What follows belongs to an exercise in optimizing a design on an open flow for small area and a short achievable clock period; a production flow would make more cautious choices. RTL that was checked went through simulation tests only; none was proved equivalent to the original. Function not checked in runs 1 and 4 to 6: the RTL went through the layout flow alone.

==> flow/design.v <==
module fpmul_queue_wrapper #(
  parameter int DW    = 32,
  parameter int DEPTH = 4,
  parameter int CNT_W = $clog2(DEPTH) + 1
) (
  input  logic          Clk,
  input  logic          Rst_n,
  input  logic [2:0]    A,
  input  logic          WE,
  input  logic          RE,
  input  logic [DW-1:0] InData,
  output logic [DW-1:0] OutData,
  output logic          irq,
  output logic          done_sig
);
  localparam int PW = $clog2(DEPTH);
  localparam logic [CNT_W-1:0] FULL = CNT_W'(DEPTH);
  localparam logic [8:0] E_ZERO   = 9'd0;
  localparam logic [8:0] E_ZERO_D = 9'd1;
  localparam logic [8:0] E_NAN_D  = 9'd509;
  localparam logic [8:0] E_INF    = 9'd510;
  localparam logic [8:0] E_NAN    = 9'd511;
  logic wr_opa, wr_opb, wr_ctrl, rd_pop, flush, err_clr;
  logic cmd_full, cmd_empty, res_empty, res_full, cmd_push, cmd_pop, res_push, res_pop;
  logic [DW-1:0]    opa_q, opb_q;
  logic             va_q, vb_q;
  logic             irq_en_q, ovf_q, unf_q;
  logic [PW-1:0]    cmd_rd_q, res_rd_q;
  logic [CNT_W-1:0] cmd_cnt_q, res_cnt_q;
  logic [2:0]       ph_q;
  logic             drop_q;
  assign wr_opa    = WE && (A == 3'd0);
  assign wr_opb    = WE && (A == 3'd1);
  assign wr_ctrl   = WE && (A == 3'd5);
  assign rd_pop    = RE && (A == 3'd2);
  assign flush     = wr_ctrl && InData[1];
  assign err_clr   = wr_ctrl && InData[0];
  assign cmd_full  = (cmd_cnt_q == FULL);
  assign cmd_empty = (cmd_cnt_q == '0);
  assign res_empty = (res_cnt_q == '0);
  assign res_full  = (res_cnt_q == FULL);
  assign cmd_push  = wr_opb && !cmd_full;
  assign res_pop   = rd_pop && !res_empty && !flush;
  assign cmd_pop   = (ph_q == 3'd1) && !flush;
  assign res_push  = (ph_q == 3'd7) && !flush;
  assign irq       = irq_en_q && !res_empty;
  assign done_sig  = res_push;
  logic [7:0]  ea, eb;
  logic [22:0] fa, fb;
  logic        a_z, b_z, a_m, b_m, a_fz, b_fz, nan_r, inf_r, zero_r, dnf;
  logic [8:0]  esum_in;
  logic [55:0] cmd_in;
  assign ea   = opa_q[30:23];
  assign eb   = InData[30:23];
  assign fa   = opa_q[22:0];
  assign fb   = InData[22:0];
  assign a_z  = !va_q || (ea == 8'h00);
  assign b_z  = (eb == 8'h00);
  assign a_m  = va_q && (ea == 8'hFF);
  assign b_m  = (eb == 8'hFF);
  assign a_fz = !va_q || (fa == '0);
  assign b_fz = (fb == '0);
  assign nan_r  = (a_m && !a_fz) || (b_m && !b_fz) || (a_m && b_z) || (b_m && a_z);
  assign inf_r  = a_m || b_m;
  assign zero_r = a_z || b_z;
  assign dnf    = (a_z && !a_fz) || (b_z && !b_fz);
  always_comb begin
    if (nan_r)       esum_in = dnf ? E_NAN_D : E_NAN;
    else if (inf_r)  esum_in = E_INF;
    else if (zero_r) esum_in = dnf ? E_ZERO_D : E_ZERO;
    else             esum_in = 9'(ea) + 9'(eb);
  end
  assign cmd_in = {(va_q && opa_q[31]) ^ InData[31], esum_in, fa, fb};
  logic [55:0] cmd_mem_q [DEPTH];
  logic [31:0] res_mem_q [DEPTH];
  logic [55:0] cmd_head;
  logic [31:0] res_head, res_in;
  logic [PW-1:0] cmd_wr, res_wr;
  assign cmd_wr   = cmd_rd_q + PW'(cmd_cnt_q);
  assign res_wr   = res_rd_q + PW'(res_cnt_q);
  assign cmd_head = cmd_mem_q[cmd_rd_q];
  always_comb begin
    res_head = '0;
    for (int k = 0; k < DEPTH; k++)
      if (!res_empty && res_rd_q == PW'(k)) res_head = res_head | res_mem_q[k];
  end
  always_ff @(posedge Clk) begin
    if (cmd_push) cmd_mem_q[cmd_wr] <= cmd_in;
    if (res_push) res_mem_q[res_wr] <= res_in;
  end
  logic        sign_q;
  logic [8:0]  esum_q;
  logic [22:0] am_q, bm_q;
  logic [25:0] r_q;
  logic        s_q;
  logic [23:0] r_in;
  logic [27:0] sum;
  logic        ph0, ph1;
  assign ph0  = (ph_q == 3'd0);
  assign ph1  = (ph_q == 3'd1);
  assign r_in = ph1 ? 24'd0 : r_q[25:2];
  logic [27:0] pp0, pp1, pp2, pp3, s1, c1, s2, c2, s3, c3;
  assign pp0 = 28'({1'b1, am_q} & {24{bm_q[0]}});
  assign pp1 = 28'({1'b1, am_q} & {24{bm_q[1]}}) << 1;
  assign pp2 = 28'({1'b1, am_q} & {24{bm_q[2]}}) << 2;
  assign pp3 = 28'({1'b1, am_q} & {24{bm_q[3]}}) << 3;
  assign s1  = 28'(r_in) ^ pp0 ^ pp1;
  assign c1  = ((28'(r_in) & pp0) | (28'(r_in) & pp1) | (pp0 & pp1)) << 1;
  assign s2  = s1 ^ c1 ^ pp2;
  assign c2  = ((s1 & c1) | (s1 & pp2) | (c1 & pp2)) << 1;
  assign s3  = s2 ^ c2 ^ pp3;
  assign c3  = ((s2 & c2) | (s2 & pp3) | (c2 & pp3)) << 1;
  always_comb begin
    logic [27:0] g, p, gg, pp;
    g  = s3 & c3;
    p  = s3 ^ c3;
    gg = g;
    pp = p;
    for (int l = 0; l < 5; l++)
      for (int i = 0; i < 28; i++)
        if ((i + 1) % (2 << l) == 0) begin
          gg[i] = gg[i] | (pp[i] & gg[i - (1 << l)]);
          pp[i] = pp[i] & pp[i - (1 << l)];
        end
    for (int l = 3; l >= 0; l--)
      for (int i = 0; i < 28; i++)
        if ((i + 1) % (2 << l) == (1 << l) && i >= (2 << l)) begin
          gg[i] = gg[i] | (pp[i] & gg[i - (1 << l)]);
          pp[i] = pp[i] & pp[i - (1 << l)];
        end
    sum = p ^ {gg[26:0], 1'b0};
  end
  always_ff @(posedge Clk) begin
    if (ph0) begin
      sign_q <= cmd_head[55];
      esum_q <= cmd_head[54:46];
      am_q   <= cmd_head[45:23];
      bm_q   <= cmd_head[22:0];
    end else begin
      bm_q   <= {4'hF, bm_q[22:4]};
    end
    r_q <= sum[27:2];
    s_q <= (!ph1 && (s_q || (|r_q[1:0]))) || (|sum[1:0]);
  end
  logic        norm, g, st, rnd, cy;
  logic [22:0] frac_t, frac_r;
  logic [9:0]  e_r;
  logic        spec, s_nan, s_inf, s_dnf;
  always_comb begin
    norm   = r_q[25];
    frac_t = norm ? r_q[24:2] : r_q[23:1];
    g      = norm ? r_q[1] : r_q[0];
    st     = s_q || (norm && r_q[0]);
    rnd    = g && (st || frac_t[0]);
    {cy, frac_r} = {1'b0, frac_t} + 24'(rnd);
    e_r    = 10'(esum_q) + 10'(norm) + 10'(cy) - 10'd127;
    spec   = (esum_q == E_ZERO) || (esum_q == E_ZERO_D) || (esum_q == E_NAN_D) ||
             (esum_q == E_INF) || (esum_q == E_NAN);
    s_nan  = (esum_q == E_NAN) || (esum_q == E_NAN_D);
    s_inf  = (esum_q == E_INF);
    s_dnf  = (esum_q == E_ZERO_D) || (esum_q == E_NAN_D);
    if (spec) begin
      if (s_nan)      res_in = {1'b0, 8'hFF, 1'b1, 21'b0, s_dnf};
      else if (s_inf) res_in = {sign_q, 8'hFF, 23'b0};
      else            res_in = {sign_q, 8'h00, 22'b0, s_dnf};
    end else if (!e_r[9] && (e_r[8] || (e_r[7:0] == 8'hFF))) begin
      res_in = {sign_q, 8'hFF, 21'b0, 1'b1, 1'b0};           
    end else if (e_r[9] || (e_r[7:0] == 8'h00)) begin
      res_in = {sign_q, 8'h00, 21'b0, 1'b1, 1'b0};           
    end else begin
      res_in = {sign_q, e_r[7:0], frac_r};
    end
  end
  logic go;
  assign go = !cmd_empty && !res_full && !flush;
  always_ff @(posedge Clk or negedge Rst_n) begin
    if (!Rst_n) begin
      ph_q      <= 3'd0;
      drop_q    <= 1'b0;
      va_q      <= 1'b0;
      vb_q      <= 1'b0;
      irq_en_q  <= 1'b0;
      ovf_q     <= 1'b0;
      unf_q     <= 1'b0;
      cmd_rd_q  <= '0;
      cmd_cnt_q <= '0;
      res_rd_q  <= '0;
      res_cnt_q <= '0;
    end else begin
      case (ph_q)
        3'd0:    ph_q <= go ? 3'd1 : 3'd0;
        3'd6:    ph_q <= (drop_q || flush) ? 3'd0 : 3'd7;
        3'd7:    ph_q <= 3'd0;
        default: ph_q <= ph_q + 3'd1;
      endcase
      drop_q <= !ph0 && (drop_q || flush);
      if (wr_opa) va_q <= 1'b1;
      if (wr_opb) vb_q <= 1'b1;
      if (wr_ctrl) irq_en_q <= InData[2];
      ovf_q <= err_clr ? 1'b0 : (ovf_q | (wr_opb && cmd_full));
      unf_q <= err_clr ? 1'b0 : (unf_q | (rd_pop && res_empty));
      if (flush) begin
        cmd_rd_q  <= '0;
        cmd_cnt_q <= '0;
        res_rd_q  <= '0;
        res_cnt_q <= '0;
      end else begin
        cmd_rd_q  <= cmd_rd_q + PW'(cmd_pop);
        cmd_cnt_q <= cmd_cnt_q + CNT_W'(cmd_push) - CNT_W'(cmd_pop);
        res_rd_q  <= res_rd_q + PW'(res_pop);
        res_cnt_q <= res_cnt_q + CNT_W'(res_push) - CNT_W'(res_pop);
      end
    end
  end
  always_ff @(posedge Clk) begin
    if (wr_opa) opa_q <= InData;
    if (wr_opb) opb_q <= InData;
  end
  logic [31:0] rp;
  logic        r_ff, r_00, r_sp, busy;
  assign rp   = res_head;
  assign r_ff = (rp[30:23] == 8'hFF);
  assign r_00 = (rp[30:23] == 8'h00);
  assign r_sp = r_ff || r_00;
  assign busy = !ph0 || !cmd_empty;
  logic [31:0] rd_a, rd_b, rd_p, rd_f, rd_s, rd_c;
  logic [5:0]  sel;
  assign rd_a = opa_q;
  assign rd_b = opb_q;
  assign rd_p = {rp[31:2], rp[1:0] & {2{!r_sp}}};
  assign rd_f = {26'b0, r_ff && rp[1], r_00 && rp[1], r_ff && rp[22],
                 r_ff && !rp[22], r_sp && rp[0], r_00 && !res_empty};
  assign rd_s = DW'({8'b0, 8'(cmd_cnt_q), 8'(res_cnt_q), 3'b0,
                     irq_en_q, busy, cmd_full, ovf_q, unf_q});
  assign rd_c = DW'({irq_en_q, 2'b0});
  assign sel  = {A == 3'd5, A == 3'd4, A == 3'd3, A == 3'd2,
                 (A == 3'd1) && vb_q, (A == 3'd0) && va_q};
  for (genvar i = 0; i < 32; i++) begin : g_out
    logic ta, tb, tp, tf, ts, tc;
    assign ta = !(sel[0] && rd_a[i]);
    assign tb = !(sel[1] && rd_b[i]);
    assign tp = !(sel[2] && rd_p[i]);
    assign tf = !(sel[3] && rd_f[i]);
    assign ts = !(sel[4] && rd_s[i]);
    assign tc = !(sel[5] && rd_c[i]);
    if (i == 2) begin : g_n6
      fpmul_nand6 u_n (.x({ta, tb, tp, tf, ts, tc}), .y(OutData[i]));
    end else if (i < 5) begin : g_n5
      fpmul_nand5 u_n (.x({ta, tb, tp, tf, ts}), .y(OutData[i]));
    end else if (i == 5) begin : g_n4f
      fpmul_nand4 u_n (.x({ta, tb, tp, tf}), .y(OutData[i]));
    end else if ((i >= 8 && i <= 10) || (i >= 16 && i <= 18)) begin : g_n4s
      fpmul_nand4 u_n (.x({ta, tb, tp, ts}), .y(OutData[i]));
    end else begin : g_n3
      fpmul_nand3 u_n (.x({ta, tb, tp}), .y(OutData[i]));
    end
  end
endmodule
module fpmul_nand3 (input logic [2:0] x, output logic y);
  assign y = !(&x);
endmodule
module fpmul_nand4 (input logic [3:0] x, output logic y);
  assign y = !(&x);
endmodule
module fpmul_nand5 (input logic [4:0] x, output logic y);
  assign y = !(&x);
endmodule
module fpmul_nand6 (input logic [5:0] x, output logic y);
  assign y = !(&x);
endmodule
==> flow/flow/run.sh <==
#!/bin/bash
set -euo pipefail
CTS="-sink_clustering_enable -repair_clock_nets -dont_use_dummy_load"
CTS="$CTS -buf_list {sky130_fd_sc_hd__clkbuf_8 sky130_fd_sc_hd__clkbuf_16}"
CTS="$CTS -sink_clustering_size 20 -sink_clustering_max_diameter 100"
bash standard.sh SETUP_SLACK_MARGIN=6.5 "CTS_ARGS=$CTS" finish > standard.log 2>&1
==> flow/standard.sh <==
#!/bin/bash
# synth_recipe.tcl (not shown) runs the flow's synth.tcl, then flattens the netlist and writes it again
# the make line also repeats each setting of config.mk as NAME=value (left out here)
make -C /OpenROAD-flow-scripts/flow DESIGN_CONFIG=/design/flow/config.mk WORK_HOME=/design/flow/orfs CLKGATE_MAP_FILE= SYNTH_SCRIPT=/design/flow/synth_recipe.tcl "${@:-finish}"
==> flow/config.mk <==
export PLATFORM = sky130hd
export DESIGN_NAME = fpmul_queue_wrapper
export DESIGN_NICKNAME = fpmul_queue_wrapper
export VERILOG_FILES = /design/flow/design.v
export SDC_FILE = /design/flow/constraint.sdc
export NUM_CORES = 4
export LEC_CHECK = 0
export CAP_MARGIN = 20
export CORE_MARGIN = 2
export CORE_UTILIZATION = 40
export SLEW_MARGIN = 20
export SYNTH_HIERARCHICAL = 1
==> flow/constraint.sdc <==
create_clock -name core_clock -period 12.0 [get_ports {Clk}]
set_input_delay 2.4000 -clock core_clock [delete_from_list [all_inputs] [get_ports {Clk}]]
set_output_delay 2.4000 -clock core_clock [all_outputs]
set_load 0.01 [all_outputs]
==> results of run 1 <==
-- per-module statistics from Yosys, one instance, submodules excluded --
module / flip-flops and latches / times used / cells
fpmul_nand6: 0 / 1 / 2
fpmul_queue_wrapper: 518 / 1 / 1696
fpmul_nand4: 0 / 7 / 1
fpmul_nand3: 0 / 20 / 1
fpmul_nand5: 0 / 4 / 2
-- layout by cell type (no fill, tap or decap), drive strengths merged, types with 30 or more instances in the layout --
cell / Yosys / routed
and2: 64 / 64
buf: 22 / 114
clkbuf: 50 / 30
clkdlybuf4s50: 0 / 34
dfxtp: 50 / 50
edfxtp: 449 / 449
fa: 85 / 85
ha: 53 / 53
inv: 119 / 119
mux4: 56 / 56
nand2: 277 / 277
nand3: 49 / 49
nor2: 53 / 53
nor3: 31 / 31
xnor2: 40 / 40
-- cells by family (layout without fill, tap and decap cells) --
family | after synthesis | count (layout)
AOI/OAI and AO/OA | 155 | 156
xor gates and xnor gates | 61 | 61
and+or+nand+nor | 579 | 579
DFF | 518 | 518
muxes | 91 | 91
buffers and inverters | 191 | 299
adders and majority gates | 138 | 138
-- sequential cells by signal, indices dropped and copies added (netlist names), 9 cells and up --
name,count
opa_q,32
bm_q,23
am_q,23
res_mem_q,128
cmd_mem_q,224
r_q,26
esum_q,9
opb_q,32
-- area by class of cell --
| class | instances | area [um^2] |
|---|---|---|
| Inverter | 119 | 449.2 |
| Multi-Input combinational cell | 1025 | 9160 |
| Tap cell | 782 | 978.4 |
| Timing Repair Buffer | 151 | 1629 |
| Fill cell | 5163 | 32110 |
| Clock buffer | 29 | 725.7 |
| Sequential cell | 518 | 14970 |
-- path summary, 6_finish.rpt --
path,startpoint,end,slack [ns],depth (start not counted)
worst max-delay path,A[1],OutData[5],6.05,8
worst min-delay path,bm_q[14],bm_q[10],0.46,1
worst max register to register,r_q[25],res_mem_q[2][25],6.70,17
worst min register to register,bm_q[14],bm_q[10],0.46,1
max in group asynchronous,Rst_n,cmd_rd_q[0],8.96,1
min in group asynchronous,Rst_n,va_q,2.34,1
-- through the flow --
stage	hold slack, ns	cell area [um^2]
CTS	0.4661	27620
detailed placement	0.4433	25960
finish	0.4610	27910
global route	0.4790	27910
global placement	0.4393	25950
floorplan	0.4340	24370
-- timing repair --
item | in CTS | in global routing
cloned | 8 | 1
setup buffers | 33 | 10
gates resized for setup | 313 | 33
pin swaps | 42 | 15
setup endpoints to repair | 181 | 152
-- worst max-delay path, cell delays in order --
cell and delay [ns]:
buf_12 0.09, nor2b_4 0.16, nand2_2 0.10, nor3_4 0.25, buf_4 0.17, nand2_4 0.08, nand4_1 0.14, buf_2 0.15
-- routing by layer --
layer  GRT usage [%]  vias to the layer above  share of wire [%]
met5               0                        -                  0
met4           5.972                        0                3.2
met3           2.524                       93                6.2
met2           30.28                      494                 46
met1           27.91                     7505                 44
li1                -                     6525                  -
==> results.py, run 1 <==
metrics = {
    "place": {
        "place_congestion": 0.8407,
        "portBuffers": 72,
        "dp_hpwl_mm": 39.14,
        "dp_cells": 2543,
        "post-place-ws_ns": 4.477,
    },
    "job": {
        "cap_violations": 0,
    },
    "final_layout": {
        "syn_to_final_growth_pct": 15.46,
        "final_cell_count_no_fill": 2624,
        "nNetsFinal": 2021,
        "final_layout_size_suffix_gt1_share_pct": 19.22,
        "utilization_pct": 46.51,
        "diodes": 0,
    },
    "synth": {
        "synthMuxAreaShare_pct": 6.800,
        "synthArstFlopShare_pct": 3.668,
        "ys_ff_latch": 518,
        "syn-num-nets": 1910,
        "yosys_warnings": 7,
        "synth_enable_flop_cells": 449,
        "synth_top_family_by_area": "simple AND/OR/NAND/NOR gates",
        "synth_fa_ha_area_share_pct": 9.781,
        "synth_simple_gate_area_share_pct": 11.42,
        "yosysTopAreaCell": "edfxtp_1",
        "synth_top_area_share_pct": 55.77,
        "avgSynthCellArea_um2": 13.95,
        "synthDistinctLibCells": 73,
        "syn_area_mm2": 0.02418,
        "synth_xor_area_share_pct": 2.210,
        "yosys-top-cells-count": "edfxtp_1 (449), nand2_1 (277), inv_1 (119)",
        "yosysSeqAreaShare_pct": 61.87,
        "synth_most_common_cell": "edfxtp_1",
        "synth_flop_cell": "edfxtp_1",
        "synth_compound_area_share_pct": 4.803,
        "yosys-top-cells-area": "edfxtp_1 (56%), fa_1 (7.0%), mux4_2 (5.2%)",
        "netlist_instances": 1733,
    },
    "global_route": {
        "grt_max_degree": 60,
        "grt_remaining_overflow": 0,
        "grt_pass1_wl_mm": 91.20,
        "grt_use_total_pct": 19.26,
        "grt_pass1_vias": 14542,
        "antenna_found_initial": 1,
    },
    "route": {
        "drt-initial-drc-count": 1505,
        "wl_per_cell_um": 23.04,
        "vias": 14617,
        "wirelength_mm": 60.45,
        "drt_drc_violations_left": 0,
        "via_per_inst": 5.571,
        "firstDrtPassIters": 5,
        "detail-route-antenna-nets": 0,
    },
    "outcome": {
        "outcome": "complete, no violations",
    },
    "clock_tree": {
        "cts_tree": "yes",
        "cts.sinks": 518,
        "clkTransAtPathRegs_ns": 0.08,
        "cts.path.max_buffers": 3,
        "hold_buffers": 0,
        "cts_max_level": 1,
        "worstSkewPairLatency_ns": 0.59,
        "cts_made_buffers": 29,
        "cts_root_buffer": "clkbuf_16",
    },
    "sta": {
        "final_hold_viol_count": 0,
        "timing.slew.headroom_pct": 35.60,
        "fmax_mhz": 168.2,
        "setup_slack_ns": 6.054,
        "min_period_ns": 5.946,
        "skew_ns": 0.01152,
        "setup_viol": 0,
        "worst_slew_pin_slew_ns": 0.9629,
        "setup_tns_ns": 0,
        "rsz0062_at_grt": "true",
        "finalCritPeriodShare_pct": 49.55,
        "maxSlewViolCount": 0,
    },
    "setup_path": {
        "crit_path_start_kind": "primary input",
        "cp.required_ns": 9.60,
        "worstSetupPathType": "in -> out",
        "end_kind": "primary output",
        "cp.arrival_ns": 3.55,
        "worstPathMaxFanout": 6,
    },
    "die": {
        "design.core.area_mm2": 0.06002,
        "die_area_mm2": 0.06243,
        "pin_count": 73,
        "die_h_um": 249.9,
        "die_x_um": 249.9,
        "floorplan.rows": 90,
        "start_util_pct": 40.28,
    },
    "worst_hold_path": {
        "hp-class": "reg -> reg",
    },
}
==> run 2: changes to the inputs <==
--- a/flow/design.v
+++ b/flow/design.v
@@ -233,8 +233,7 @@
   assign rd_s = DW'({8'b0, 8'(cmd_cnt_q), 8'(res_cnt_q), 3'b0,
                      irq_en_q, busy, cmd_full, ovf_q, unf_q});
   assign rd_c = DW'({irq_en_q, 2'b0});
-  assign sel  = {A == 3'd5, A == 3'd4, A == 3'd3, A == 3'd2,
-                 (A == 3'd1) && vb_q, (A == 3'd0) && va_q};
+  fpmul_adec u_adec (.a(A), .va(va_q), .vb(vb_q), .sel(sel));
   for (genvar i = 0; i < 32; i++) begin : g_out
     logic ta, tb, tp, tf, ts, tc;
     assign ta = !(sel[0] && rd_a[i]);
@@ -256,6 +255,15 @@
     end
   end
 endmodule
+module fpmul_adec (
+  input  logic [2:0] a,
+  input  logic       va,
+  input  logic       vb,
+  output logic [5:0] sel
+);
+  assign sel = {a == 3'd5, a == 3'd4, a == 3'd3, a == 3'd2,
+                (a == 3'd1) && vb, (a == 3'd0) && va};
+endmodule
 module fpmul_nand3 (input logic [2:0] x, output logic y);
   assign y = !(&x);
 endmodule
==> run 2 against run 1 <==
Setup slack lost 0.00058 ns. Highest routed layer unchanged. Routed wire length shrank 2.2%. Sequential share of layout area grew 0.14 points. First-iteration DRC count shrank 13%. Sequential cell count is the same. Via count shrank 1.6%. Critical path type unchanged.
==> results.py, run 2 <==
metrics = {
    "synth": {
        "yosysTopAreaCell": "edfxtp_1",
        "yosys-top-cells-count": "edfxtp_1 (449), nand2_1 (268), inv_1 (115)",
        "yosysSeqAreaShare_pct": 61.86,
        "netlist_instances": 1720,
        "avgSynthCellArea_um2": 14.06,
        "yosys-top-cells-area": "edfxtp_1 (56%), fa_1 (7.0%), mux4_2 (5.2%)",
        "synth_top_area_share_pct": 55.75,
        "synthDistinctLibCells": 70,
        "synth_enable_flop_cells": 449,
        "synth_flop_cell": "edfxtp_1",
        "yosys_warnings": 7,
        "syn-num-nets": 1897,
        "synth_most_common_cell": "edfxtp_1",
        "synthArstFlopShare_pct": 3.668,
        "syn_area_mm2": 0.02418,
        "ys_ff_latch": 518,
    },
    "clock_tree": {
        "cts_root_buffer": "clkbuf_16",
        "cts_tree": "yes",
        "cts.sinks": 518,
        "cts.path.max_buffers": 3,
        "hold_buffers": 0,
        "worstSkewPairLatency_ns": 0.62,
        "clkTransAtPathRegs_ns": 0.08,
        "cts_max_level": 1,
        "cts_made_buffers": 30,
    },
    "die": {
        "die_x_um": 249.9,
        "die_h_um": 249.9,
        "pin_count": 73,
        "floorplan.rows": 90,
        "design.core.area_mm2": 0.06002,
        "start_util_pct": 40.29,
        "die_area_mm2": 0.06244,
    },
    "route": {
        "wirelength_met1_mm": 25.88,
        "via_per_inst": 5.511,
        "detail-route-antenna-nets": 0,
        "drt_drc_violations_left": 0,
        "wl_per_cell_um": 22.66,
        "drt-initial-drc-count": 1314,
        "dr_wl_met2_mm": 27.97,
        "vias": 14377,
        "routed.top_layer": "met4",
        "wl_met3_mm": 4.143,
        "wirelength_mm": 59.12,
        "firstDrtPassIters": 6,
    },
    "global_route": {
        "grt_max_degree": 60,
        "grt_remaining_overflow": 0,
        "grt_pass1_wl_mm": 89.52,
        "grt_use_total_pct": 18.79,
        "grt_pass1_vias": 14431,
        "antenna_found_initial": 1,
    },
    "setup_path": {
        "path_common_cell": "buf_6",
        "path_depth": 9,
        "worstReg2RegStart": "r_q[25]",
        "worstPathCellList": "buf_12 -> nor4b_4 -> buf_6 -> buf_6 -> buf_8 -> buf_6 -> nand2_4 -> nand3_2 -> buf_6",
        "critPathLaunch": "A[1]",
        "slowest_stage": "nor4b_4",
        "worstSetupPathType": "in -> out",
        "end_kind": "primary output",
        "crit_path_start_kind": "primary input",
        "cp.required_ns": 9.60,
        "max_stage_delay_ns": 0.28,
        "timing.critical_path.buf_inv": 6,
        "worstPathMaxFanout": 6,
        "cp.arrival_ns": 3.55,
        "worst_r2r_path_depth": 17,
        "critPathTopFamily": "buffers and inverters",
    },
    "sta": {
        "skew_ns": 0.07719,
        "setup_viol": 0,
        "min_period_ns": 5.947,
        "maxSlewViolCount": 0,
        "finalCritPeriodShare_pct": 49.56,
        "setup_slack_ns": 6.053,
        "setup_tns_ns": 0,
        "timing.slew.headroom_pct": 34.44,
        "worst_slew_pin_slew_ns": 0.9804,
        "final_hold_viol_count": 0,
        "rsz0062_at_grt": "true",
        "fmax_mhz": 168.2,
    },
    "final_layout": {
        "final_cell_count_no_fill": 2609,
        "diodes": 0,
        "syn_to_final_growth_pct": 15.12,
        "reg.largest.list": "cmd_mem_q x224, res_mem_q x128",
        "fill_cells": 5208,
        "final_layout_size_suffix_gt1_share_pct": 18.50,
        "utilization_pct": 46.39,
        "layout_commonest_cell": "edfxtp_1",
        "seqCellArea_mm2": 0.01497,
        "nNetsFinal": 2006,
        "final_cell_mix": "edfxtp_1 (449), nand2_1 (235), inv_1 (113), fa_1 (85), and2_1 (61)",
        "largest_register_ffs": 224,
        "regMostFlops": "cmd_mem_q",
        "multi_input_area_mm2": 0.009164,
    },
    "outcome": {
        "outcome": "complete, no violations",
    },
    "worst_hold_path": {
        "hp-start": "bm_q[8]",
        "hp-class": "reg -> reg",
        "whs_path_depth": 1,
    },
    "place": {
        "dp_cells": 2533,
        "portBuffers": 72,
        "post-place-ws_ns": 4.313,
        "place_congestion": 0.8012,
        "dp_hpwl_mm": 38.57,
    },
    "job": {
        "cap_violations": 0,
    },
}
run 2: cell count changes after synthesis, sizes merged, moves of 5 or more:
cell / delta
a211oi: +5
a21o: +5
buf: -8
nand2: -9
nand4: +10
nor2b: +5
nor3: -12
nor4: -5
run 2: through the flow:
step / hold slack (ns) / instance area, um^2
after floorplan: 0.4306 / 24460
after global placement: 0.4408 / 26090
after detailed placement: 0.4470 / 26090
after CTS: 0.4650 / 27460
after global routing: 0.4813 / 27840
final: 0.4654 / 27840
run 2: what timing repair did:
item | in CTS | in global routing
pin swaps | 14 | 11
resized for setup | 216 | 80
setup endpoints to repair | 89 | 104
cloned | 9 | 3
buffers inserted | 26 | 8
run 2: cell type report:
class                      instances  area share [%]
clock buffer                      30           2.697
inverter                         115           1.559
multi-input combinational       1022           32.92
sequential                       518           53.78
tap                              782           3.514
timing repair buffer             142           5.537
run 2: path summary, 6_finish.rpt:
check	endpoint	slack, ns
setup reg to reg	res_mem_q[3][22]	6.79
min in group asynchronous	vb_q	2.32
max in group asynchronous	res_cnt_q[0]	8.96
hold reg to reg	bm_q[4]	0.47
setup / recovery	OutData[27]	6.05
hold / removal	bm_q[4]	0.47
run 2: metal layers:
layer / GRT usage (%) / up-vias
li1: - / 6474
met1: 26.78 / 7382
met2: 30.28 / 452
met3: 3.233 / 69
met4: 4.114 / 0
met5: 0 / -
run 2: cell families (layout without fill, tap and decap cells):
group,count (synthesis),after routing,share of synthesized area (%)
compound gates,148,149,4.501
xor+xnor,65,65,2.354
fa+ha+maj,138,138,9.779
buf+inv,183,287,3.016
flops,518,518,61.86
mux,92,92,6.824
simple gates,576,578,11.67
run 2: modules after synthesis, one instance, submodules excluded:
| module | copies in the design | area [um^2] |
|---|---|---|
| fpmul_adec | 1 | 62.56 |
| fpmul_nand3 | 20 | 5.005 |
| fpmul_nand4 | 7 | 6.256 |
| fpmul_nand5 | 4 | 11.26 |
| fpmul_nand6 | 1 | 13.76 |
| fpmul_queue_wrapper | 1 | 23920 |
==> run 3: changes to the inputs <==
==> flow/flow/run.sh (replaced) <==
#!/bin/bash
set -euo pipefail
CTS="-sink_clustering_enable -repair_clock_nets -dont_use_dummy_load"
CTS="$CTS -buf_list {sky130_fd_sc_hd__clkbuf_8 sky130_fd_sc_hd__clkbuf_16}"
CTS="$CTS -sink_clustering_size 20 -sink_clustering_max_diameter 100"
bash standard.sh SETUP_SLACK_MARGIN=6.1 "CTS_ARGS=$CTS" finish > standard.log 2>&1
==> run 3 against run 2 <==
Still clean. Setup slack worse by 0.049 ns. Count of clock-buffer cells in the layout is 1 lower. Global-route usage hardly changed. Sequential cell count stayed put. Cell count is 0.73% lower. Die area stayed put. Fmax is 0.81% lower. Register-to-register slack worse by 0.29 ns.
==> results.py, run 3 <==
metrics = {
    "setup_path": {
        "worstSetupPathType": "in -> out",
        "cp.arrival_ns": 3.60,
        "end_kind": "primary output",
        "worstReg2RegStart": "r_q[25]",
        "worstPathMaxFanout": 5,
        "r2r-end": "res_mem_q[3][19]",
        "crit_path_start_kind": "primary input",
        "cp.required_ns": 9.60,
        "rrSetupSlack_ns": 6.50,
        "worst_r2r_path_depth": 17,
    },
    "route": {
        "vias": 14192,
        "wl_per_cell_um": 22.69,
        "via_per_inst": 5.480,
        "wirelength_mm": 58.77,
        "drt-initial-drc-count": 1266,
        "firstDrtPassIters": 6,
        "drt_drc_violations_left": 0,
        "detail-route-antenna-nets": 0,
    },
    "place": {
        "portBuffers": 72,
        "dp_hpwl_mm": 39.50,
        "place_congestion": 0.8504,
    },
    "worst_hold_path": {
        "holdPathEnd": "bm_q[8]",
        "whs_path_depth": 1,
        "hp-class": "reg -> reg",
        "hp-start": "bm_q[12]",
    },
    "final_layout": {
        "layout_commonest_cell": "edfxtp_1",
        "regMostFlops": "cmd_mem_q",
        "seqCellArea_mm2": 0.01497,
        "nNetsFinal": 1987,
        "utilization_pct": 45.47,
        "diodes": 0,
        "final_layout_size_suffix_gt1_share_pct": 15.27,
        "fill_cells": 5256,
        "final_cell_mix": "edfxtp_1 (449), nand2_1 (255), inv_1 (113), fa_1 (85), and2_1 (61)",
        "syn_to_final_growth_pct": 12.85,
        "largest_register_ffs": 224,
        "reg.largest.list": "cmd_mem_q x224, res_mem_q x128",
        "multi_input_area_mm2": 0.008861,
    },
    "clock_tree": {
        "cts_max_level": 1,
        "cts.path.max_buffers": 3,
        "cts_tree": "yes",
        "cts.sinks": 518,
        "worstSkewPairLatency_ns": 0.59,
        "cts_root_buffer": "clkbuf_16",
        "clkTransAtPathRegs_ns": 0.09,
        "cts_made_buffers": 29,
    },
    "synth": {
        "synth_top_area_share_pct": 55.75,
        "yosysSeqAreaShare_pct": 61.86,
        "synth_xor_area_share_pct": 2.354,
        "synth_compound_area_share_pct": 4.501,
        "yosysTopAreaCell": "edfxtp_1",
        "synth_most_common_cell": "edfxtp_1",
        "synth_simple_gate_area_share_pct": 11.67,
        "synth_top_family_by_area": "simple AND/OR/NAND/NOR gates",
        "synthDistinctLibCells": 70,
        "syn_area_mm2": 0.02418,
        "ys_ff_latch": 518,
        "synth_enable_flop_cells": 449,
        "yosys-top-cells-area": "edfxtp_1 (56%), fa_1 (7.0%), mux4_2 (5.2%)",
        "synthMuxAreaShare_pct": 6.824,
        "yosys_warnings": 7,
        "syn-num-nets": 1897,
        "synthArstFlopShare_pct": 3.668,
        "yosys-top-cells-count": "edfxtp_1 (449), nand2_1 (268), inv_1 (115)",
        "avgSynthCellArea_um2": 14.06,
        "netlist_instances": 1720,
        "synth_fa_ha_area_share_pct": 9.779,
        "synth_flop_cell": "edfxtp_1",
    },
    "die": {
        "design.core.area_mm2": 0.06002,
        "die_area_mm2": 0.06244,
        "start_util_pct": 40.29,
        "die_h_um": 249.9,
        "pin_count": 73,
        "die_x_um": 249.9,
        "floorplan.rows": 90,
    },
    "global_route": {
        "grt_max_degree": 61,
        "antenna_found_initial": 1,
        "grt_pass1_wl_mm": 88.46,
        "grt_pass1_vias": 14166,
        "grt_remaining_overflow": 0,
        "grt_use_total_pct": 18.75,
    },
    "sta": {
        "whs_ns": 0.4625,
        "min_period_ns": 5.996,
        "skew_ns": 0.01385,
        "fmax_mhz": 166.8,
        "rsz0062_at_grt": "true",
        "worst_slew_pin_slew_ns": 1.102,
        "final_hold_viol_count": 0,
        "setup_tns_ns": 0,
        "finalCritPeriodShare_pct": 49.96,
        "timing.slew.headroom_pct": 26.12,
        "maxSlewViolCount": 0,
        "setup_viol": 0,
    },
    "outcome": {
        "outcome": "complete, no violations",
    },
    "job": {
        "cap_violations": 0,
    },
}
[run 3: metrics by stage]
stage | instance area [um^2] | worst slack (ns) | std cells
2_1_floorplan | 24230 | 5.824 | 1720
3_3_place_gp | 25890 | 4.577 | 2531
3_5_place_dp | 25890 | 4.483 | 2531
4_1_cts | 27090 | 6.021 | 2584
5_1_grt | 27290 | 5.976 | 2590
6_report | 27290 | 6.004 | 2590
[run 3: worst max path at each step]
| stage | start | to | slack (ns) | cells past startpoint |
|---|---|---|---|---|
| floorplan | A[0] | cmd_mem_q[1][0] | 5.82 | 5 |
| global placement | A[2] | OutData[10] | 4.58 | 6 |
| detailed placement | A[2] | OutData[10] | 4.48 | 6 |
| CTS | A[1] | OutData[10] | 6.02 | 7 |
| global route | A[1] | OutData[10] | 5.98 | 7 |
| finish | A[1] | OutData[10] | 6.00 | 7 |
[run 3: logic make-up (layout without fill, tap and decap cells)]
| family | Yosys count | after routing |
|---|---|---|
| AO/OA/AOI/OAI | 148 | 148 |
| XOR/XNOR | 65 | 65 |
| adder cells (fa/ha/maj) | 138 | 138 |
| buffers and inverters | 183 | 270 |
| flip-flops | 518 | 518 |
| multiplexers | 92 | 92 |
| AND/OR/NAND/NOR | 576 | 577 |
[run 3: layout make-up]
cell class                      instances  area share (%)
Sequential cell                       518           54.86
Timing Repair Buffer                  126           4.842
Multi-Input combinational cell       1020           32.47
Tap cell                              782           3.585
Inverter                              115           1.582
Clock buffer                           29           2.659
[run 3: repair_timing]
| item | CTS | global route |
|---|---|---|
| endpoints found under the hold margin | 0 | 0 |
| hold buffers | 0 | 0 |
| setup buffers | 19 | 5 |
| gates cloned | 5 | 0 |
| pin swaps | 22 | 4 |
| endpoints found under the setup margin | 37 | 90 |
| resized for setup | 208 | 30 |
[run 3: per-layer routing]
metal | track usage, % | part of all wire (%)
met5 | 0 | 0
met4 | 4.217 | 1.8
met3 | 3.369 | 6.4
met2 | 30.00 | 47
met1 | 26.77 | 44
[run 3: worst max-delay path: stages]
cell and delay (ns):
buf_12 0.11, nor4b_4 0.27, buf_6 0.21, buf_12 0.14, nand2_4 0.05, nand4_1 0.21
buf_2 0.19
[run 3: per-module statistics from Yosys (local to each module, per instance)]
module | flops+latches | area, um^2 | cells inside
fpmul_nand3 | 0 | 5.005 | 1
fpmul_nand4 | 0 | 6.256 | 1
fpmul_nand6 | 0 | 13.76 | 2
fpmul_adec | 0 | 62.56 | 6
fpmul_queue_wrapper | 518 | 23920 | 1677
fpmul_nand5 | 0 | 11.26 | 2
==> run 4: changes to the inputs <==
--- a/flow/design.v
+++ b/flow/design.v
@@ -44,7 +44,7 @@
   assign cmd_pop   = (ph_q == 3'd1) && !flush;
   assign res_push  = (ph_q == 3'd7) && !flush;
   assign irq       = irq_en_q && !res_empty;
-  assign done_sig  = res_push;
+  fpmul_done u_done (.ph7(ph_q == 3'd7), .we(WE), .a(A), .d1(InData[1]), .y(done_sig));
   logic [7:0]  ea, eb;
   logic [22:0] fa, fb;
   logic        a_z, b_z, a_m, b_m, a_fz, b_fz, nan_r, inf_r, zero_r, dnf;
@@ -224,7 +224,7 @@
   assign r_sp = r_ff || r_00;
   assign busy = !ph0 || !cmd_empty;
   logic [31:0] rd_a, rd_b, rd_p, rd_f, rd_s, rd_c;
-  logic [5:0]  sel;
+  logic [5:0]  sel [4];
   assign rd_a = opa_q;
   assign rd_b = opb_q;
   assign rd_p = {rp[31:2], rp[1:0] & {2{!r_sp}}};
@@ -233,15 +233,17 @@
   assign rd_s = DW'({8'b0, 8'(cmd_cnt_q), 8'(res_cnt_q), 3'b0,
                      irq_en_q, busy, cmd_full, ovf_q, unf_q});
   assign rd_c = DW'({irq_en_q, 2'b0});
-  fpmul_adec u_adec (.a(A), .va(va_q), .vb(vb_q), .sel(sel));
+  for (genvar k = 0; k < 4; k++) begin : g_adec
+    fpmul_adec u_adec (.a(A), .va(va_q), .vb(vb_q), .sel(sel[k]));
+  end
   for (genvar i = 0; i < 32; i++) begin : g_out
     logic ta, tb, tp, tf, ts, tc;
-    assign ta = !(sel[0] && rd_a[i]);
-    assign tb = !(sel[1] && rd_b[i]);
-    assign tp = !(sel[2] && rd_p[i]);
-    assign tf = !(sel[3] && rd_f[i]);
-    assign ts = !(sel[4] && rd_s[i]);
-    assign tc = !(sel[5] && rd_c[i]);
+    assign ta = !(sel[i/8][0] && rd_a[i]);
+    assign tb = !(sel[i/8][1] && rd_b[i]);
+    assign tp = !(sel[i/8][2] && rd_p[i]);
+    assign tf = !(sel[i/8][3] && rd_f[i]);
+    assign ts = !(sel[i/8][4] && rd_s[i]);
+    assign tc = !(sel[i/8][5] && rd_c[i]);
     if (i == 2) begin : g_n6
       fpmul_nand6 u_n (.x({ta, tb, tp, tf, ts, tc}), .y(OutData[i]));
     end else if (i < 5) begin : g_n5
@@ -264,6 +266,15 @@
   assign sel = {a == 3'd5, a == 3'd4, a == 3'd3, a == 3'd2,
                 (a == 3'd1) && vb, (a == 3'd0) && va};
 endmodule
+module fpmul_done (
+  input  logic       ph7,
+  input  logic       we,
+  input  logic [2:0] a,
+  input  logic       d1,
+  output logic       y
+);
+  assign y = ph7 && !(we && (a == 3'd5) && d1);
+endmodule
 module fpmul_nand3 (input logic [2:0] x, output logic y);
   assign y = !(&x);
 endmodule
==> flow/flow/run.sh (replaced) <==
#!/bin/bash
set -euo pipefail
CTS="-sink_clustering_enable -repair_clock_nets -dont_use_dummy_load"
CTS="$CTS -buf_list {sky130_fd_sc_hd__clkbuf_8 sky130_fd_sc_hd__clkbuf_16}"
CTS="$CTS -sink_clustering_size 20 -sink_clustering_max_diameter 100"
bash standard.sh SETUP_SLACK_MARGIN=6.8 "CTS_ARGS=$CTS" finish > standard.log 2>&1
==> run 4 against run 3 <==
Cell count up 1.7%. Critical path type unchanged. Setup slack better by 0.0024 ns. Area after synthesis is 1.3% higher. Register-to-register slack better by 0.60 ns. Worst hold slack got worse by 0.0014 ns. Still clean on timing, DRC and antenna. Sequential cell count unchanged. Global-route usage increased by 0.41 points.
==> results.py, run 4 <==
metrics = {
    "outcome": {
        "outcome": "complete, no violations",
    },
    "final_layout": {
        "reg.largest.list": "cmd_mem_q x224, res_mem_q x128",
        "final_layout_size_suffix_gt1_share_pct": 19.92,
        "largest_register_ffs": 224,
        "syn_to_final_growth_pct": 14.94,
        "final_cell_mix": "edfxtp_1 (449), nand2_1 (224), inv_1 (114), fa_1 (85), and2_1 (61)",
        "diodes": 0,
        "fill_cells": 5212,
        "layout_commonest_cell": "edfxtp_1",
        "regMostFlops": "cmd_mem_q",
        "nNetsFinal": 2031,
    },
    "setup_path": {
        "end_kind": "primary output",
        "critPathTopFamily": "buffers and inverters",
        "worstPathMaxFanout": 6,
        "cp.arrival_ns": 3.59,
        "worst_r2r_path_depth": 18,
        "timing.critical_path.buf_inv": 5,
        "crit_path_start_kind": "primary input",
        "path_depth": 9,
        "worstPathCellList": "buf_12 -> buf_12 -> and3b_2 -> buf_4 -> buf_4 -> nand4_1 -> and3_4 -> nand3_4 -> buf_6",
        "worstSetupPathType": "in -> out",
        "slowest_stage": "and3b_2",
        "cp.required_ns": 9.60,
        "max_stage_delay_ns": 0.23,
    },
    "sta": {
        "setup_viol": 0,
        "final_hold_viol_count": 0,
        "worst_slew_pin_slew_ns": 1.042,
        "rsz0062_at_grt": "true",
        "maxSlewViolCount": 0,
        "skew_ns": 0.1042,
        "timing.slew.headroom_pct": 30.44,
        "finalCritPeriodShare_pct": 49.94,
        "fmax_mhz": 166.9,
        "setup_slack_ns": 6.007,
        "min_period_ns": 5.993,
        "setup_tns_ns": 0,
    },
    "synth": {
        "netlist_instances": 1742,
        "syn_area_mm2": 0.02450,
        "syn-num-nets": 1919,
        "yosys_warnings": 8,
        "avgSynthCellArea_um2": 14.06,
    },
    "die": {
        "design.core.area_mm2": 0.06047,
        "die_h_um": 251.5,
        "die_area_mm2": 0.06324,
        "floorplan.rows": 90,
        "start_util_pct": 40.52,
        "die_x_um": 251.5,
        "pin_count": 73,
    },
    "clock_tree": {
        "worstSkewPairLatency_ns": 0.64,
        "clkTransAtPathRegs_ns": 0.08,
        "cts_made_buffers": 30,
        "cts.sinks": 518,
        "cts_root_buffer": "clkbuf_16",
        "hold_buffers": 0,
        "cts.path.max_buffers": 3,
        "cts_tree": "yes",
        "cts_max_level": 1,
    },
    "global_route": {
        "grt_remaining_overflow": 0,
        "grt_pass1_wl_mm": 91.47,
        "antenna_found_initial": 2,
        "grt_max_degree": 60,
        "grt_pass1_vias": 14848,
        "grt_use_total_pct": 19.16,
    },
    "place": {
        "place_congestion": 0.8459,
        "post-place-ws_ns": 4.460,
        "portBuffers": 72,
        "dp_hpwl_mm": 39.87,
    },
    "route": {
        "detail-route-antenna-nets": 0,
        "wl_per_cell_um": 23.04,
        "wirelength_mm": 60.70,
        "drt-initial-drc-count": 1392,
        "drt_drc_violations_left": 0,
        "firstDrtPassIters": 8,
        "vias": 14534,
        "via_per_inst": 5.518,
    },
    "worst_hold_path": {
        "hp-class": "reg -> reg",
        "whs_path_depth": 1,
    },
    "job": {
        "cap_violations": 0,
    },
}
==> run 4: cell types whose count changed in the layout (fill, tap and decap cells not counted), sizes merged, moves of 4 or more <==
| cell | delta |
|---|---|
| nor3b | +5 |
| nand3 | +4 |
| a31oi | -4 |
| or4 | +4 |
| buf | +38 |
| clkdlybuf4s15 | -11 |
| xnor2 | +4 |
==> run 4: worst paths after layout <==
kind / to / slack, ns / from
worst max-delay path: OutData[0] / 6.01 / A[2]
worst min-delay path: bm_q[2] / 0.46 / bm_q[6]
worst max register to register: res_mem_q[1][10] / 7.10 / r_q[25]
worst min register to register: bm_q[2] / 0.46 / bm_q[6]
max in group asynchronous: res_cnt_q[0] / 9.79 / Rst_n
min in group asynchronous: vb_q / 1.73 / Rst_n
==> run 4: repair_timing <==
action                                  in CTS  in global routing
buffers inserted                            42                  9
endpoints found under the setup margin     336                129
hold endpoints to repair                     0                  0
pin swaps                                   35                 30
gates resized for setup                    265                 63
gates cloned                                 4                  1
==> run 4: final cells by class <==
type	instances	area [um^2]	share of cell area (%)
tap	782	978.4	3.474
multi-input combinational	1038	9457	33.58
inverter	115	431.7	1.533
clock buffer	30	750.7	2.666
timing repair buffer	151	1572	5.580
sequential	518	14970	53.17
==> run 4: metal layers <==
metal  track usage (%)  share of wire (%)
met1             26.56                 43
met2             31.27                 48
met3             3.611                7.1
met4             4.745                2.2
met5                 0              0.012
==> run 4: stage by stage <==
stage | cells | hold slack, ns | cell area (um^2) | util, %
after floorplan | 1742 | 0.4340 | 24780 | -
after global placement | 2548 | 0.4431 | 26360 | 43.59
after detailed placement | 2548 | 0.4410 | 26360 | 43.59
after CTS | 2624 | 0.4622 | 27840 | 46.04
after global routing | 2634 | 0.4669 | 28160 | 46.57
final | 2634 | 0.4611 | 28160 | 46.57
==> run 5: changes to the inputs <==
--- a/flow/design.v
+++ b/flow/design.v
@@ -217,21 +217,22 @@
     if (wr_opb) opb_q <= InData;
   end
   logic [31:0] rp;
-  logic        r_ff, r_00, r_sp, busy;
-  assign rp   = res_head;
-  assign r_ff = (rp[30:23] == 8'hFF);
-  assign r_00 = (rp[30:23] == 8'h00);
-  assign r_sp = r_ff || r_00;
-  assign busy = !ph0 || !cmd_empty;
+  logic [1:0]  rp_lo;
+  logic [5:0]  flags;
+  logic        busy, full;
+  assign rp = res_head;
+  fpmul_rdata u_rdata (
+    .rp_e(rp[30:23]), .rp_f22(rp[22]), .rp_f(rp[1:0]), .empty(res_empty),
+    .ph0(ph0), .cmd_cnt(cmd_cnt_q), .p_lo(rp_lo), .flags(flags), .busy(busy), .full(full)
+  );
   logic [31:0] rd_a, rd_b, rd_p, rd_f, rd_s, rd_c;
   logic [5:0]  sel [4];
   assign rd_a = opa_q;
   assign rd_b = opb_q;
-  assign rd_p = {rp[31:2], rp[1:0] & {2{!r_sp}}};
-  assign rd_f = {26'b0, r_ff && rp[1], r_00 && rp[1], r_ff && rp[22],
-                 r_ff && !rp[22], r_sp && rp[0], r_00 && !res_empty};
+  assign rd_p = {rp[31:2], rp_lo};
+  assign rd_f = DW'(flags);
   assign rd_s = DW'({8'b0, 8'(cmd_cnt_q), 8'(res_cnt_q), 3'b0,
-                     irq_en_q, busy, cmd_full, ovf_q, unf_q});
+                     irq_en_q, busy, full, ovf_q, unf_q});
   assign rd_c = DW'({irq_en_q, 2'b0});
   for (genvar k = 0; k < 4; k++) begin : g_adec
     fpmul_adec u_adec (.a(A), .va(va_q), .vb(vb_q), .sel(sel[k]));
@@ -257,6 +258,28 @@
     end
   end
 endmodule
+module fpmul_rdata (
+  input  logic [7:0] rp_e,
+  input  logic       rp_f22,
+  input  logic [1:0] rp_f,
+  input  logic       empty,
+  input  logic       ph0,
+  input  logic [2:0] cmd_cnt,
+  output logic [1:0] p_lo,
+  output logic [5:0] flags,
+  output logic       busy,
+  output logic       full
+);
+  logic r_ff, r_00, r_sp;
+  assign r_ff  = (rp_e == 8'hFF);
+  assign r_00  = (rp_e == 8'h00);
+  assign r_sp  = r_ff || r_00;
+  assign p_lo  = rp_f & {2{!r_sp}};
+  assign flags = {r_ff && rp_f[1], r_00 && rp_f[1], r_ff && rp_f22,
+                  r_ff && !rp_f22, r_sp && rp_f[0], r_00 && !empty};
+  assign busy  = !ph0 || (cmd_cnt != 3'd0);
+  assign full  = (cmd_cnt == 3'd4);
+endmodule
 module fpmul_adec (
   input  logic [2:0] a,
   input  logic       va,
==> run 5 against run 4 <==
Still clean on timing, DRC and antenna. Non-clock buffer count shrank 1. Routed wire length fell by 0.39%. Sequential share of layout area shrank 0.53 points. Sequential cell count is the same. Fmax is 0.73% higher. Die area is 0.52% lower. Critical path depth down 1. Cell count down 1.2%. Register-to-register slack worse by 0.04 ns. Count of clock-buffer cells in the layout stayed put. Critical endpoint unchanged. Highest routed layer is now met4.
==> results.py, run 5 <==
metrics = {
    "global_route": {
        "grt_pass1_vias": 14857,
        "grt_pass1_wl_mm": 91.25,
        "antenna_found_initial": 0,
        "grt_max_degree": 60,
        "grt_use_total_pct": 19.30,
        "grt_remaining_overflow": 0,
    },
    "sta": {
        "final_hold_viol_count": 0,
        "worst_slew_pin_slew_ns": 0.9888,
        "maxSlewViolCount": 0,
        "skew_ns": 0.06652,
        "setup_viol": 0,
        "rsz0062_at_grt": "true",
        "fmax_mhz": 168.1,
        "timing.slew.headroom_pct": 34.08,
        "whs_ns": 0.4617,
        "finalCritPeriodShare_pct": 49.58,
        "setup_tns_ns": 0,
        "min_period_ns": 5.949,
    },
    "setup_path": {
        "worstReg2RegStart": "ph_q[1]",
        "crit_path_start_kind": "primary input",
        "r2r-end": "r_q[21]",
        "cp.arrival_ns": 3.55,
        "end_kind": "primary output",
        "cp.required_ns": 9.60,
        "worstPathMaxFanout": 7,
        "worstSetupPathType": "in -> out",
        "rrSetupSlack_ns": 7.06,
        "worst_r2r_path_depth": 18,
    },
    "route": {
        "detail-route-antenna-nets": 0,
        "vias": 14344,
        "firstDrtPassIters": 5,
        "drt-initial-drc-count": 1224,
        "wl_per_cell_um": 23.24,
        "wirelength_mm": 60.46,
        "drt_drc_violations_left": 0,
        "via_per_inst": 5.513,
    },
    "place": {
        "portBuffers": 72,
        "place_congestion": 0.8710,
        "dp_cells": 2519,
        "dp_hpwl_mm": 39.79,
    },
    "worst_hold_path": {
        "holdPathEnd": "bm_q[17]",
        "whs_path_depth": 1,
        "hp-class": "reg -> reg",
        "hp-start": "bm_q[21]",
    },
    "final_layout": {
        "nNetsFinal": 1999,
        "largest_register_ffs": 224,
        "layout_commonest_cell": "edfxtp_1",
        "diodes": 0,
        "regMostFlops": "cmd_mem_q",
        "reg.largest.list": "cmd_mem_q x224, res_mem_q x128",
        "final_cell_mix": "edfxtp_1 (449), nand2_1 (171), inv_1 (109), fa_1 (84), and2_1 (57)",
        "final_cell_count_no_fill": 2602,
        "final_layout_size_suffix_gt1_share_pct": 21.76,
        "syn_to_final_growth_pct": 16.69,
    },
    "die": {
        "die_area_mm2": 0.06292,
        "floorplan.rows": 90,
        "start_util_pct": 40.45,
        "pin_count": 73,
        "die_h_um": 250.8,
        "design.core.area_mm2": 0.06025,
        "die_x_um": 250.8,
    },
    "clock_tree": {
        "cts_max_level": 1,
        "cts.sinks": 518,
        "clkTransAtPathRegs_ns": 0.08,
        "worstSkewPairLatency_ns": 0.61,
        "cts_made_buffers": 30,
        "hold_buffers": 0,
        "cts_tree": "yes",
        "cts_root_buffer": "clkbuf_16",
        "cts.path.max_buffers": 3,
    },
    "synth": {
        "syn-num-nets": 1887,
        "netlist_instances": 1710,
        "yosys_warnings": 8,
        "avgSynthCellArea_um2": 14.25,
        "syn_area_mm2": 0.02437,
    },
    "job": {
        "cap_violations": 0,
    },
    "outcome": {
        "outcome": "complete, no violations",
    },
}
[run 5: area by class of cell]
| class | instances | area, um^2 |
|---|---|---|
| fillers | 5141 | 31810 |
| flip-flops and latches | 518 | 14970 |
| multi-input cells | 1013 | 9587 |
| repair buffers | 150 | 1745 |
| well taps | 782 | 978.4 |
| clock buffers | 30 | 750.7 |
| inverters | 109 | 409.1 |
[run 5: what timing repair did]
action / in CTS / in global routing
gates resized for setup: 334 / 64
endpoints found under the setup margin: 198 / 142
cloned: 6 / 2
setup buffers: 34 / 10
pin swaps: 37 / 26
[run 5: how the worst max path moves through the flow]
stage	from	endpoint	slack, ns	cells past startpoint
final	A[2]	OutData[0]	6.05	8
after global routing	A[2]	OutData[0]	6.02	8
after CTS	A[1]	OutData[10]	6.08	7
after detailed placement	A[1]	OutData[14]	4.75	6
after global placement	A[1]	OutData[10]	4.83	6
after floorplan	A[1]	cmd_mem_q[1][0]	6.12	4
[run 5: worst max-delay path, stage by stage]
cell and delay (ns):
buf_12 0.12, buf_12 0.13, nor4b_4 0.32, buf_6 0.19, nand2_1 0.05, and3_1 0.15, nand3_2 0.07, buf_6 0.10
[run 5: per-stage QoR]
step | worst slack [ns] | utilization, % | instance area [um^2]
2_1_floorplan | 6.118 | - | 24590
3_3_place_gp | 4.832 | 43.58 | 26260
3_5_place_dp | 4.746 | 43.58 | 26260
6_report | 6.051 | 47.20 | 28440
4_1_cts | 6.081 | 46.50 | 28020
5_1_grt | 6.019 | 47.20 | 28440
[run 5: per-layer routing]
layer / share of wire [%] / GRT usage (%) / wire (um)
met1: 42 / 26.16 / 25200
met2: 49 / 32.17 / 29420
met3: 6.8 / 3.137 / 4090
met4: 2.9 / 5.663 / 1753
met5: 0 / 0 / 0
==> run 6: changes to the inputs <==
--- a/flow/config.mk
+++ b/flow/config.mk
@@ -7,6 +7,6 @@
 export LEC_CHECK = 0
 export CAP_MARGIN = 20
 export CORE_MARGIN = 2
-export CORE_UTILIZATION = 40
+export CORE_UTILIZATION = 60
 export SLEW_MARGIN = 20
 export SYNTH_HIERARCHICAL = 1
==> run 6 against run 5 <==
Final area decreased by 1.2%. Critical path type unchanged. Fmax is 0.41% lower.
==> results.py, run 6 <==
metrics = {
    "clock_tree": {
        "worstSkewPairLatency_ns": 0.60,
        "cts.path.max_buffers": 3,
        "cts_tree": "yes",
        "cts_max_level": 1,
        "clkTransAtPathRegs_ns": 0.08,
        "hold_buffers": 0,
        "cts.sinks": 518,
        "cts_made_buffers": 29,
        "cts_root_buffer": "clkbuf_16",
    },
    "final_layout": {
        "seqCellArea_mm2": 0.01497,
        "regMostFlops": "cmd_mem_q",
        "final_cell_count_no_fill": 2367,
        "reg.largest.list": "cmd_mem_q x224, res_mem_q x128",
        "multi_input_area_mm2": 0.009499,
        "largest_register_ffs": 224,
        "syn_to_final_growth_pct": 15.24,
        "diodes": 0,
        "final_layout_size_suffix_gt1_share_pct": 21.99,
        "final_cell_mix": "edfxtp_1 (449), nand2_1 (172), inv_1 (109), fa_1 (85), buf_4 (61)",
        "layout_commonest_cell": "edfxtp_1",
        "nNetsFinal": 2021,
        "utilization_pct": 70.36,
        "fill_cells": 2659,
    },
    "sta": {
        "rsz0062_at_grt": "true",
        "maxSlewViolCount": 0,
        "setup_tns_ns": 0,
        "finalCritPeriodShare_pct": 49.78,
        "setup_viol": 0,
        "fmax_mhz": 167.4,
        "worst_slew_pin_slew_ns": 0.9678,
        "whs_ns": 0.4551,
        "final_hold_viol_count": 0,
        "min_period_ns": 5.974,
        "skew_ns": 0.03600,
        "timing.slew.headroom_pct": 35.48,
    },
    "setup_path": {
        "cp.required_ns": 9.60,
        "setup.worst_path.end": "OutData[2]",
        "rrSetupSlack_ns": 7.03,
        "end_kind": "primary output",
        "crit_path_start_kind": "primary input",
        "r2r-end": "r_q[21]",
        "worstReg2RegStart": "ph_q[1]",
        "worst_r2r_path_depth": 18,
        "worstSetupPathType": "in -> out",
        "critPathLaunch": "A[1]",
        "worstPathMaxFanout": 6,
        "cp.arrival_ns": 3.57,
    },
    "die": {
        "floorplan.rows": 73,
        "die_h_um": 205.5,
        "start_util_pct": 61.06,
        "die_area_mm2": 0.04225,
        "pin_count": 73,
        "die_x_um": 205.5,
        "design.core.area_mm2": 0.03991,
    },
    "global_route": {
        "grt_pass1_wl_mm": 89.00,
        "grt_use_total_pct": 28.75,
        "antenna_found_initial": 2,
        "grt_remaining_overflow": 0,
        "grt_max_degree": 61,
        "grt_pass1_vias": 14653,
    },
    "route": {
        "detail-route-antenna-nets": 0,
        "wl_per_cell_um": 25.15,
        "drt-initial-drc-count": 1442,
        "firstDrtPassIters": 6,
        "drt_drc_violations_left": 0,
        "wirelength_mm": 59.53,
        "vias": 14688,
        "via_per_inst": 6.205,
    },
    "job": {
        "cap_violations": 0,
    },
    "synth": {
        "syn_area_mm2": 0.02437,
        "avgSynthCellArea_um2": 14.25,
        "yosys_warnings": 8,
        "syn-num-nets": 1887,
        "netlist_instances": 1710,
    },
    "worst_hold_path": {
        "hp-class": "reg -> reg",
    },
    "place": {
        "place_congestion": 0.8620,
        "dp_cells": 2261,
        "portBuffers": 72,
        "dp_hpwl_mm": 38.11,
    },
    "outcome": {
        "outcome": "complete, no violations",
    },
}
==> run 6: cell type report <==
| cell class | instances | area share (%) |
|---|---|---|
| clock buffers | 29 | 2.584 |
| repair buffers | 173 | 6.482 |
| well taps | 525 | 2.339 |
| flip-flops and latches | 518 | 53.31 |
| multi-input cells | 1013 | 33.82 |
| inverters | 109 | 1.457 |
==> run 6: through the flow <==
stage | setup slack, ns | cell area, um^2
after floorplan | 6.118 | 24590
after global placement | 4.916 | 25910
after detailed placement | 4.817 | 25910
after CTS | 6.063 | 27730
after global routing | 5.974 | 28080
final | 6.026 | 28080
==> run 6: worst max-delay path: stages <==
cell	delay [ns]
buf_12	0.11
buf_12	0.14
nor4b_4	0.26
buf_4	0.17
buf_6	0.11
nand2_2	0.04
and4_1	0.18
nand3_2	0.07
buf_6	0.10
==> run 6: what timing repair did <==
action                     in CTS  in global routing
cloned                          7                  0
resized for setup             325                 45
setup endpoints to repair     124                119
pin swaps                      40                 28
buffers inserted               50                 20
==> run 6: worst min path at each step <==
stage | depth (start not counted) | to | from
4_1_cts | 1 | bm_q[16] | bm_q[20]
5_1_grt | 1 | bm_q[2] | bm_q[6]
2_1_floorplan | 1 | bm_q[0] | bm_q[4]
3_5_place_dp | 1 | bm_q[0] | bm_q[4]
6_report | 1 | bm_q[16] | bm_q[20]
3_3_place_gp | 1 | bm_q[16] | bm_q[20]
==> run 6: routing by layer <==
layer	global-route usage [%]	vias up	part of all wire, %
met5	0	-	0
met4	7.297	0	2.6
met3	3.532	108	8.5
met2	46.10	621	48
met1	42.40	7468	41
li1	-	6491	-

[separate check: timing with driven ports]
Ports are ideal in the flow. The routed layouts listed here were re-timed in OpenROAD.
Step 1 (the two cells are an assumption about what drives the block):
set clk [get_ports {Clk}]
set_driving_cell -lib_cell sky130_fd_sc_hd__clkbuf_16 $clk
set_driving_cell -lib_cell sky130_fd_sc_hd__buf_2 [delete_from_list [all_inputs] $clk]
Step 2 adds t to the input delays and takes it off the output delays; t is the mean of the earliest and latest rising clock arrival at the registers after step 1. Input paths then give back, and output paths get back, about the clock's delay inside the block.
a / b / c = no drivers / after step 1 / after step 2; a / b = the first two.
run | t, ns | slack for setup (ns) | latest minus earliest clock arrival (ns)
run 1 | 0.639 | 6.054 / 5.987 / 5.987 | 0.013 / 0.013
run 2 | 0.638 | 6.053 / 5.952 / 5.952 | 0.078 / 0.078
run 3 | 0.640 | 6.004 / 5.909 / 5.909 | 0.014 / 0.014
run 4 | 0.643 | 6.007 / 5.932 / 5.932 | 0.108 / 0.108
run 5 | 0.641 | 6.051 / 6.003 / 6.003 | 0.078 / 0.077
run 6 | 0.637 | 6.026 / 5.978 / 5.978 | 0.038 / 0.037
After both steps every run listed still meets setup and hold. The setup slack of run 2, which loses most, moves by -0.101 ns with the drivers and by -0.101 ns with both steps.
